This is an optimization exercise on Yosys and OpenROAD, whose aim is small area, not a production implementation. Only simulation tests tie the RTL to the original design; equivalence was not proved. Power and IR drop assume default switching activity.

==> flow/design.v (excerpt) <==
module ringSwitch #(
	parameter int InterNodeFifoDepth = 8,
	parameter int IntraNodeFifoDepth = 2
) (
	input  logic                                             clk,
	input  logic                                             reset,
	input  logic [ringPkg::NodeCount*ringPkg::DataWidth-1:0] inject,
	input  logic [ringPkg::NodeCount-1:0]                    injectReceive,
	input  logic [ringPkg::NodeCount-1:0]                    EjectSlotAvail,
	output logic [ringPkg::NodeCount*ringPkg::DataWidth-1:0] eject,
	output logic [ringPkg::NodeCount-1:0]                    ejectSend,
	output logic [ringPkg::NodeCount-1:0]                    InjectSlotAvail,
	output logic [ringPkg::NodeCount*ringPkg::UtilWidth-1:0] ClockwiseUtil,
	output logic [ringPkg::NodeCount*ringPkg::UtilWidth-1:0] CounterClockwiseUtil,
	output logic [ringPkg::NodeCount*ringPkg::UtilWidth-1:0] InjectUtil
);
	localparam int WindowWidth = $clog2(ringPkg::UtilWindow);
	logic [33:0] clockwiseData [ringPkg::NodeCount];
	logic [33:0] counterData [ringPkg::NodeCount];
	logic clockwiseSend [ringPkg::NodeCount];
	logic counterSend [ringPkg::NodeCount];
	logic clockwiseAvail [ringPkg::NodeCount];
	logic counterAvail [ringPkg::NodeCount];
	logic [WindowWidth-1:0] windowCnt;
	logic windowEnd;
	assign windowEnd = (windowCnt == WindowWidth'(ringPkg::UtilWindow - 1));
	always_ff @(posedge clk) begin
		if (reset) begin
			windowCnt <= '0;
		end else begin
			windowCnt <= windowCnt + 1'b1;
		end
	end
	for (genvar n = 0; n < ringPkg::NodeCount; n++) begin : gNode
		localparam int Prev = (n + ringPkg::NodeCount - 1) % ringPkg::NodeCount;
		localparam int Next = (n + 1) % ringPkg::NodeCount;
		ringRouter #(
			.SrcId(n),
			.InterNodeFifoDepth(InterNodeFifoDepth)
		) uRouter (
			.clk(clk),
			.reset(reset),
			.windowEnd(windowEnd),
  ...
Size: roughly 11000 cells after synthesis, roughly 4700 flip-flops, about 180000 um2 of cells after synthesis.
export LEC_CHECK = 0
export CAP_MARGIN = 20
export CORE_MARGIN = 2
export CORE_UTILIZATION = 60
export SLEW_MARGIN = 20
create_clock -name core_clock -period 8.0 [get_ports {clk}]
standard.sh (not shown) runs the stock make flow with config.mk's settings and CLKGATE_MAP_FILE= SYNTH_SCRIPT=/design/flow/synth_recipe.tcl, a recipe that flattens the netlist after the stock synthesis.
==> flow/flow/run.sh <==
#!/bin/bash
# Own layout flow: the standard flow (standard.sh, unchanged synthesis),
# with small port buffers, the resizer kept to small drive strengths after
# synthesis, and a clock tree without dummy loads built from clkbuf_8 leaf
# clusters. Each tool's output goes to a log file here (standard.log, and
# ORFS's per-step logs under orfs/logs).
set -euo pipefail
here="$(pwd)"
export BUFFER_PORTS_ARGS="-buffer_cell sky130_fd_sc_hd__buf_1"
export CTS_ARGS="-sink_clustering_enable -repair_clock_nets -dont_use_dummy_load -buf_list sky130_fd_sc_hd__clkbuf_8 -sink_clustering_size 16 -sink_clustering_max_diameter 60"
for step in GLOBAL_PLACE RESIZE REPAIR_TIMING_POST_PLACE CTS GLOBAL_ROUTE; do
  export PRE_${step}_TCL="$here/flow/dontuse.tcl"
done
bash standard.sh > standard.log 2>&1 || { tail -50 standard.log; exit 1; }
tail -5 standard.log
==> flow/flow/dontuse.tcl <==
set big {}
foreach lc [get_lib_cells sky130_fd_sc_hd__*] {
  set n [get_name $lc]
  if {[string match *clkbuf* $n]} continue
  if {[regexp {_(4|6|8|12|16)$} $n]} { lappend big $n }
}
set_dont_use $big
puts "dontuse.tcl: [llength $big] cells of drive 4 and up set dont_use"
Then changed:
--- a/flow/design.v
+++ b/flow/design.v
@@ -21,33 +21,35 @@
 	input  logic [Width-1:0]     pushData,
 	output logic [Width-1:0]     lastData,
 	output logic [HeadWidth-1:0] headData,
 	output logic                 notEmpty,
 	output logic                 hasRoom
 );
 	localparam int PtrWidth = $clog2(Depth);
 	localparam int CountWidth = $clog2(Depth + 1);
+	localparam logic [Width-1:0] InvMask = {{HeadWidth{1'b0}}, {(Width-HeadWidth){1'b1}}};
 	logic [Width-1:0] mem [Depth];
 	logic [PtrWidth-1:0] wrPtr;
 	logic [Depth-1:0] rdSel;
 	logic [CountWidth-1:0] count;
 	assign notEmpty = (count != '0);
 	assign hasRoom = (int'(count) <= Depth - 2);
 	always_comb begin
 		headData = '0;
 		lastData = '0;
 		for (int i = 0; i < Depth; i++) begin
-			headData = headData | (mem[i][Width-1 -: HeadWidth] & {HeadWidth{rdSel[i]}});
-			lastData = lastData | (mem[i] & {Width{rdSel[(i + 1) % Depth]}});
+			headData = headData | ((mem[i][Width-1 -: HeadWidth] ^ InvMask[Width-1 -: HeadWidth]) &
+				{HeadWidth{rdSel[i]}});
+			lastData = lastData | ((mem[i] ^ InvMask) & {Width{rdSel[(i + 1) % Depth]}});
 		end
 	end
 	always_ff @(posedge clk) begin
 		if (push) begin
-			mem[wrPtr] <= pushData;
+			mem[wrPtr] <= pushData ^ InvMask;
 		end
 	end
 	always_ff @(posedge clk) begin
 		if (reset) begin
 			wrPtr <= '0;
 			rdSel <= Depth'(1);
 			count <= '0;
 		end else begin
@@ -254,23 +256,18 @@
 		cwSentTransit <= cwTransit;
 		ccwSentTransit <= ccwTransit;
 	end
 	assign cwHopsNext = (cwLast[PW +: 2] == 2'd3) ? 2'd3 : cwLast[PW +: 2] - 2'd1;
 	assign ccwHopsNext = (ccwLast[PW +: 2] == 2'd3) ? 2'd3 : ccwLast[PW +: 2] - 2'd1;
 	assign ClockwiseOut = cwSentTransit ? {cwHopsNext, cwLast[PW-1:0]} : {injHops, injData[PW-1:0]};
 	assign CounterClockwiseOut = ccwSentTransit ? {ccwHopsNext, ccwLast[PW-1:0]} :
 		{injHops, injData[PW-1:0]};
-	always_comb begin
-		case (lastGrant)
-			2'd0:    eject[PW-1:0] = cwLast[PW-1:0];
-			2'd1:    eject[PW-1:0] = ccwLast[PW-1:0];
-			default: eject[PW-1:0] = injData[PW-1:0];
-		endcase
-	end
+	assign eject[PW-1:0] = (cwLast[PW-1:0] & {PW{lastGrant == 2'd0}}) |
+		(ccwLast[PW-1:0] & {PW{lastGrant == 2'd1}}) | (injData[PW-1:0] & {PW{lastGrant[1]}});
 	if (SrcId == 0) begin : gExit7
 		assign eject[ExitLsb +: ringPkg::NodeIdWidth] = (lastGrant == 2'd2) ?
 			injData[ExitLsb +: ringPkg::NodeIdWidth] : ringPkg::nodeId_t'(0);
 	end else begin : gExitN
 		assign eject[ExitLsb +: ringPkg::NodeIdWidth] = ringPkg::nodeId_t'(SrcId);
 	end
 	utilCounter uClockwiseUtil (
 		.clk(clk), .reset(reset), .windowEnd(windowEnd), .countEvent(ClockwiseSend),
What happened:
- Now the flow finished but failed the layout checks on antenna violations
- sequential share of layout area is higher by 0.72 points
- power decreases by 1.5%
- final cell count drops by 2.3%
- worst hold slack loses 0.0045 ns
- fmax goes down by 8.7%
- via count shrinks by 2.4%
- count of clock-buffer cells in the layout went down by 4
- die area fell by 1.5%

separate check: timing with driven ports:
Ports are ideal in the flow. The routed layouts listed here were re-timed in OpenROAD. Step 1, drivers: a clkbuf_16 drives clk and a buf_2 each remaining input, both assumed. Step 2 moves the port delays by t, midway between the first and last clock arrival at a register: inputs arrive t later, outputs are due t later. That takes back most of the time a late clock gives input paths. Three values: no drivers, after step 1, after step 2; two values: the first two.
run | t, ns | setup WS [ns] | latest minus earliest clock arrival (ns)
the first run | 1.151 | 2.278 / 2.180 / 3.033 | 0.114 / 0.114
the second run | 1.153 | 1.729 / 1.631 / 2.670 | 0.113 / 0.113
